This design comes from an exercise in tuning for small area, a short achievable clock period and few clock cycles per item on the open sky130 flow, not from production work. Function was checked by simulation only, so behaviour that the tests miss may differ from the original.

==> 04-28 <==
==> flow/design.v (excerpt) <==
module m_calc_engine #(
  parameter int CGES = 7,
  parameter int DW   = 16,
  localparam int AW  = $clog2(CGES),
  localparam int RW  = 2*DW + AW
) (
  input  logic                 clk,
  input  logic                 reset_n,
  input  logic                 cal,
  input  logic                 din_valid,
  input  logic signed [DW-1:0] din,
  input  logic                 coef_wr,
  input  logic [AW-1:0]        coef_addr,
  input  logic signed [DW-1:0] coef_data,
  output logic                 fin,
  output logic signed [RW-1:0] result,
  output logic                 result_valid,
  output logic                 busy
);
  localparam int NT = 7;
  logic [NT-1:0][15:0] s_r, c_r, s_nx, c_nx;
  logic [NT-1:0] sv_r, cv_r, sv_nx, cv_nx, cw;
  logic wr_ok, shift, wrote;
  assign wr_ok = !busy;
  assign shift = wr_ok && din_valid;
  always_comb begin
    for (int i = 0; i < NT; i++) begin
      cw[i]    = wr_ok && coef_wr && (coef_addr == 3'(i));
      c_nx[i]  = cw[i] ? coef_data : c_r[i];
      cv_nx[i] = cv_r[i] || cw[i];
    end
    s_nx[0] = shift ? din : s_r[0];
    for (int i = 1; i < NT; i++) s_nx[i] = shift ? s_r[i-1] : s_r[i];
    sv_nx = shift ? {sv_r[NT-2:0], 1'b1} : sv_r;
    if (reset_n) begin
      sv_nx = '0;
      cv_nx = '0;
    end
  end
  assign wrote = shift || (|cw);
  ...
Settings: LEC_CHECK=0, CAP_MARGIN=20, CORE_MARGIN=2, CORE_UTILIZATION=55, PLACE_DENSITY=0.7, SETUP_SLACK_MARGIN=3.0, SLEW_MARGIN=20; clock period 9.0 ns.
run.sh (not shown) runs the stock make flow with config.mk's settings and CLKGATE_MAP_FILE= SYNTH_SCRIPT=/design/flow/synth_recipe.tcl, a recipe that flattens the netlist after the stock synthesis.
==> 12-06: changes against 04-28 <==
--- a/flow/design.v
+++ b/flow/design.v
@@ -62,17 +62,18 @@
       SLOWB:   st_nx = cal ? HOLD : IDLE;
       default: st_nx = IDLE;
     endcase
     if (reset_n)                       md_nx = MA;
     else if (st_nx == SLOWA)           md_nx = MSA;
     else if (st_nx == SLOWB)           md_nx = MSB;
     else if (wrote || start || (st_r != IDLE && st_r != HOLD))
                                        md_nx = MA;
-    else                               md_nx = MB;
+    else if (md_r == MA)               md_nx = MB;
+    else                               md_nx = MA;
   end
   always_ff @(posedge clk) begin
     if (reset_n) begin
       st_r   <= IDLE;
       fin_r  <= 1'b0;
       busy_r <= 1'b0;
       rv_r   <= 1'b0;
     end else begin
@@ -94,38 +95,40 @@
     for (int j = 0; j < 6; j++) begin
       case (md_nx)
         MA:      begin win[j] = c_nx[j+1][15:7];         tv[j] = sv_nx[j] && cv_nx[j+1]; end
         MB:      begin win[j] = {c_nx[j+1][7:0], 1'b0};  tv[j] = sv_nx[j] && cv_nx[j+1]; end
         MSA:     begin win[j] = c_nx[j][15:7];           tv[j] = sv_nx[j] && cv_nx[j];   end
         default: begin win[j] = {c_nx[j][7:0], 1'b0};    tv[j] = sv_nx[j] && cv_nx[j];   end
       endcase
     end
-    if (md_nx == MSB) begin
-      win8 = {c_nx[6], 1'b0};
-      tv8  = sv_nx[6] && cv_nx[6];
+  end
+  always_comb begin
+    if (md_r == MSB) begin
+      win8 = {c_r[6], 1'b0};
+      tv8  = sv_r[6] && cv_r[6];
     end else begin
-      win8 = {c_nx[0], 1'b0};
-      tv8  = cv_nx[0] && (md_nx == MB);
+      win8 = {c_r[0], 1'b0};
+      tv8  = cv_r[0] && (md_r == MB);
+    end
+    for (int g = 0; g < 8; g++) begin
+      dx_neg[g] = tv8 &&  win8[2*g+2];
+      dx_one[g] = tv8 && (win8[2*g+1] ^ win8[2*g]);
+      dx_two[g] = tv8 && (win8[2*g+2] ? (!win8[2*g+1] && !win8[2*g])
+                                      : ( win8[2*g+1] &&  win8[2*g]));
     end
   end
   always_ff @(posedge clk) begin
     for (int j = 0; j < 6; j++)
       for (int g = 0; g < 4; g++) begin
         dg_neg[j][g] <= tv[j] &&  win[j][2*g+2];
         dg_one[j][g] <= tv[j] && (win[j][2*g+1] ^ win[j][2*g]);
         dg_two[j][g] <= tv[j] && (win[j][2*g+2] ? (!win[j][2*g+1] && !win[j][2*g])
                                                 : ( win[j][2*g+1] &&  win[j][2*g]));
       end
-    for (int g = 0; g < 8; g++) begin
-      dx_neg[g] <= tv8 &&  win8[2*g+2];
-      dx_one[g] <= tv8 && (win8[2*g+1] ^ win8[2*g]);
-      dx_two[g] <= tv8 && (win8[2*g+2] ? (!win8[2*g+1] && !win8[2*g])
-                                       : ( win8[2*g+1] &&  win8[2*g]));
-    end
   end
   logic [15:0] m8;
   assign m8 = (md_r == MSB) ? s_r[6] : din;
   logic [16:0] pp0_0;
   wire neg0_0 = dg_neg[0][0];
   assign pp0_0 = (({17{dg_one[0][0]}} & {s_r[0][15], s_r[0]}) |
                   ({17{dg_two[0][0]}} & {s_r[0], 1'b0})) ^ {17{dg_neg[0][0]}};
   wire npp0_0 = ~pp0_0[16];
@@ -1525,20 +1528,18 @@
   assign nx_c[31] = fs576;
   assign nx_s[32] = fc576;
   assign nx_c[32] = hs5;
   assign nx_s[33] = fs577;
   assign nx_c[33] = 1'b0;
   assign nx_s[34] = fc577;
   assign nx_c[34] = hs6;
   always_ff @(posedge clk) begin
-    if (md_r == MA || md_r == MSA) begin
-      p_s <= nx_s;
-      p_c <= nx_c;
-    end
+    p_s <= nx_s;
+    p_c <= nx_c;
     if (done) begin
       r_s <= nx_s;
       r_c <= nx_c;
     end
   end
   assign result       = r_s + r_c;
   assign fin          = fin_r;
   assign result_valid = rv_r;
Settings changed: CAP_MARGIN 20 to 25, CORE_UTILIZATION 55 to 40, CTS_BUF_LIST from default to sky130_fd_sc_hd__clkbuf_8, PLACE_DENSITY 0.7 to 0.6, SETUP_SLACK_MARGIN 3.0 to 2.8.
==> 06-25: changes against 04-28 <==
Settings changed: CORE_UTILIZATION 55 to 40, PLACE_DENSITY 0.7 to 0.6.
==> 02-09: changes against 04-28 <==
--- a/flow/design.v
+++ b/flow/design.v
@@ -62,17 +62,18 @@
       SLOWB:   st_nx = cal ? HOLD : IDLE;
       default: st_nx = IDLE;
     endcase
     if (reset_n)                       md_nx = MA;
     else if (st_nx == SLOWA)           md_nx = MSA;
     else if (st_nx == SLOWB)           md_nx = MSB;
     else if (wrote || start || (st_r != IDLE && st_r != HOLD))
                                        md_nx = MA;
-    else                               md_nx = MB;
+    else if (md_r == MA)               md_nx = MB;
+    else                               md_nx = MA;
   end
   always_ff @(posedge clk) begin
     if (reset_n) begin
       st_r   <= IDLE;
       fin_r  <= 1'b0;
       busy_r <= 1'b0;
       rv_r   <= 1'b0;
     end else begin
@@ -94,38 +95,40 @@
     for (int j = 0; j < 6; j++) begin
       case (md_nx)
         MA:      begin win[j] = c_nx[j+1][15:7];         tv[j] = sv_nx[j] && cv_nx[j+1]; end
         MB:      begin win[j] = {c_nx[j+1][7:0], 1'b0};  tv[j] = sv_nx[j] && cv_nx[j+1]; end
         MSA:     begin win[j] = c_nx[j][15:7];           tv[j] = sv_nx[j] && cv_nx[j];   end
         default: begin win[j] = {c_nx[j][7:0], 1'b0};    tv[j] = sv_nx[j] && cv_nx[j];   end
       endcase
     end
-    if (md_nx == MSB) begin
-      win8 = {c_nx[6], 1'b0};
-      tv8  = sv_nx[6] && cv_nx[6];
+  end
+  always_comb begin
+    if (md_r == MSB) begin
+      win8 = {c_r[6], 1'b0};
+      tv8  = sv_r[6] && cv_r[6];
     end else begin
-      win8 = {c_nx[0], 1'b0};
-      tv8  = cv_nx[0] && (md_nx == MB);
+      win8 = {c_r[0], 1'b0};
+      tv8  = cv_r[0] && (md_r == MB);
+    end
+    for (int g = 0; g < 8; g++) begin
+      dx_neg[g] = tv8 &&  win8[2*g+2];
+      dx_one[g] = tv8 && (win8[2*g+1] ^ win8[2*g]);
+      dx_two[g] = tv8 && (win8[2*g+2] ? (!win8[2*g+1] && !win8[2*g])
+                                      : ( win8[2*g+1] &&  win8[2*g]));
     end
   end
   always_ff @(posedge clk) begin
     for (int j = 0; j < 6; j++)
       for (int g = 0; g < 4; g++) begin
         dg_neg[j][g] <= tv[j] &&  win[j][2*g+2];
         dg_one[j][g] <= tv[j] && (win[j][2*g+1] ^ win[j][2*g]);
         dg_two[j][g] <= tv[j] && (win[j][2*g+2] ? (!win[j][2*g+1] && !win[j][2*g])
                                                 : ( win[j][2*g+1] &&  win[j][2*g]));
       end
-    for (int g = 0; g < 8; g++) begin
-      dx_neg[g] <= tv8 &&  win8[2*g+2];
-      dx_one[g] <= tv8 && (win8[2*g+1] ^ win8[2*g]);
-      dx_two[g] <= tv8 && (win8[2*g+2] ? (!win8[2*g+1] && !win8[2*g])
-                                       : ( win8[2*g+1] &&  win8[2*g]));
-    end
   end
   logic [15:0] m8;
   assign m8 = (md_r == MSB) ? s_r[6] : din;
   logic [16:0] pp0_0;
   wire neg0_0 = dg_neg[0][0];
   assign pp0_0 = (({17{dg_one[0][0]}} & {s_r[0][15], s_r[0]}) |
                   ({17{dg_two[0][0]}} & {s_r[0], 1'b0})) ^ {17{dg_neg[0][0]}};
   wire npp0_0 = ~pp0_0[16];
@@ -1525,20 +1528,18 @@
   assign nx_c[31] = fs576;
   assign nx_s[32] = fc576;
   assign nx_c[32] = hs5;
   assign nx_s[33] = fs577;
   assign nx_c[33] = 1'b0;
   assign nx_s[34] = fc577;
   assign nx_c[34] = hs6;
   always_ff @(posedge clk) begin
-    if (md_r == MA || md_r == MSA) begin
-      p_s <= nx_s;
-      p_c <= nx_c;
-    end
+    p_s <= nx_s;
+    p_c <= nx_c;
     if (done) begin
       r_s <= nx_s;
       r_c <= nx_c;
     end
   end
   assign result       = r_s + r_c;
   assign fin          = fin_r;
   assign result_valid = rv_r;
Settings changed: CAP_MARGIN 20 to 25, CORE_UTILIZATION 55 to 40, CTS_BUF_LIST from default to sky130_fd_sc_hd__clkbuf_8, PLACE_DENSITY 0.7 to 0.6, SETUP_SLACK_MARGIN 3.0 to 3.25.
==> flow_summary.ini <==
[run_status]
outcome = complete, no violations

[power_and_ir_drop]
combinationalPower_mw = 1.62
clock_power_share = 0.356
p_leak_nw = 15.1
p_sw_frac = 0.317

[synth]
synthAdderAreaFrac = 0.310
synthFlopType = edfxtp_1

[place]
place_area_um2 = 42400
dp_hpwl_um = 105000

[worst_setup_path]
cp_slowest_stage_delay_ns = 0.83
rr_startpoint = s_r[15]
cp.arrival_ns = 6.29

[grt]
grt_first_pass_wirelength_um = 205000

[final_layout]
register_area_um2 = 11600
multi_input_area_share = 0.598
layout.nonclk_buf_frac = 0.0398
multi_input_gates = 2579

[clock_network]
cts_buffers = 53
post-cts-setup-buffers = 38
clock-sinks = 460
That was 06-25.
==> flow_summary.ini <==
[run_status]
outcome = complete, no violations

[clock_network]
clock-sinks = 436
cts_buffers = 80
cts_tree = built

[place]
dp_hpwl_um = 107000
place_area_um2 = 41700
numPortBuffers = 77

[power_and_ir_drop]
p_sw_frac = 0.344
combinationalPower_mw = 1.78
clock_power_share = 0.313

[final_layout]
layout.nonclk_buf_frac = 0.0612
multi_input_area_share = 0.611

[grt]
grt_first_pass_wirelength_um = 209000

[synth]
synthAdderAreaFrac = 0.316

[worst_setup_path]
cp_slowest_stage_delay_ns = 0.58
cp.arrival_ns = 6.45
That was 02-09.
==> flow_summary.ini <==
[place]
dp_hpwl_um = 101000
place_area_um2 = 41900

[power_and_ir_drop]
p_sw_frac = 0.326
combinationalPower_mw = 1.59
p_leak_nw = 15.0
clock_power_share = 0.338

[grt]
grt_first_pass_wirelength_um = 199000

[clock_network]
clock-sinks = 460
cts_buffers = 52
post-cts-setup-buffers = 43

[final_layout]
multi_input_gates = 2584
register_area_um2 = 11600
multi_input_area_share = 0.608

[worst_setup_path]
rr_startpoint = dg_two[21]
cp.arrival_ns = 6.35

[run_status]
outcome = complete, no violations
That was 04-28.
==> flow_summary.ini <==
[final_layout]
multi_input_area_share = 0.615
layout.nonclk_buf_frac = 0.0460
multi_input_gates = 2593

[clock_network]
post-cts-setup-buffers = 21
clock-sinks = 436

[grt]
grt.busiest_layer = met2
grt_first_pass_wirelength_um = 208000

[synth]
ys_ff_latch = 436
synthFlopType = dfxtp_1
synthAdderAreaFrac = 0.316

[place]
place_area_um2 = 41600
dp_hpwl_um = 110000

[worst_setup_path]
cp.arrival_ns = 6.61
rr_startpoint = md_r[1]

[run_status]
outcome = complete, no violations

[power_and_ir_drop]
combinationalPower_mw = 1.66
p_sw_frac = 0.338
p_leak_nw = 15.0
That was 12-06.
Testbench counts of 04-28, summed over its fixed seeds: cycles 2,744, items 1,200.
Testbench counts of 12-06, summed over its fixed seeds: cycles 2,744, items 1,200.
Testbench counts of 06-25, summed over its fixed seeds: cycles 2,744, items 1,200.
Testbench counts of 02-09, summed over its fixed seeds: cycles 2,744, items 1,200.

[separate check: timing with driven ports]
The flow's constraints put no driver on any port. The routed layouts listed below were extracted and timed again, unchanged, in two steps. Step 1 sets driving cells, clkbuf_16 on the clock port and buf_2 on the other inputs (assumed; they add their load-dependent delay and slew). Step 2 times the ports against the registers' clock, not the clock port: input delays grow and output delays shrink by t, the midpoint of the rising clock arrivals with the driver on. a / b / c = ideal ports / drivers / drivers and shift; a / b = the first two.
run	shift t [ns]	slack for setup (ns)	hold WS [ns]	clock arrival spread, ns
04-28	0.715	3.027 / 3.027 / 2.379	0.461 / 0.461 / 0.461	0.065 / 0.065
12-06	0.756	2.830 / 2.830 / 2.156	0.460 / 0.460 / 0.460	0.074 / 0.073
06-25	0.722	3.038 / 3.038 / 2.417	0.476 / 0.476 / 0.476	0.066 / 0.065
02-09	0.773	2.975 / 2.975 / 2.302	0.464 / 0.464 / 0.464	0.050 / 0.050
After both steps every run listed still meets setup and hold. For 12-06, which loses most, drivers alone change the setup slack by 0.000 ns; drivers and shift together by -0.674 ns.
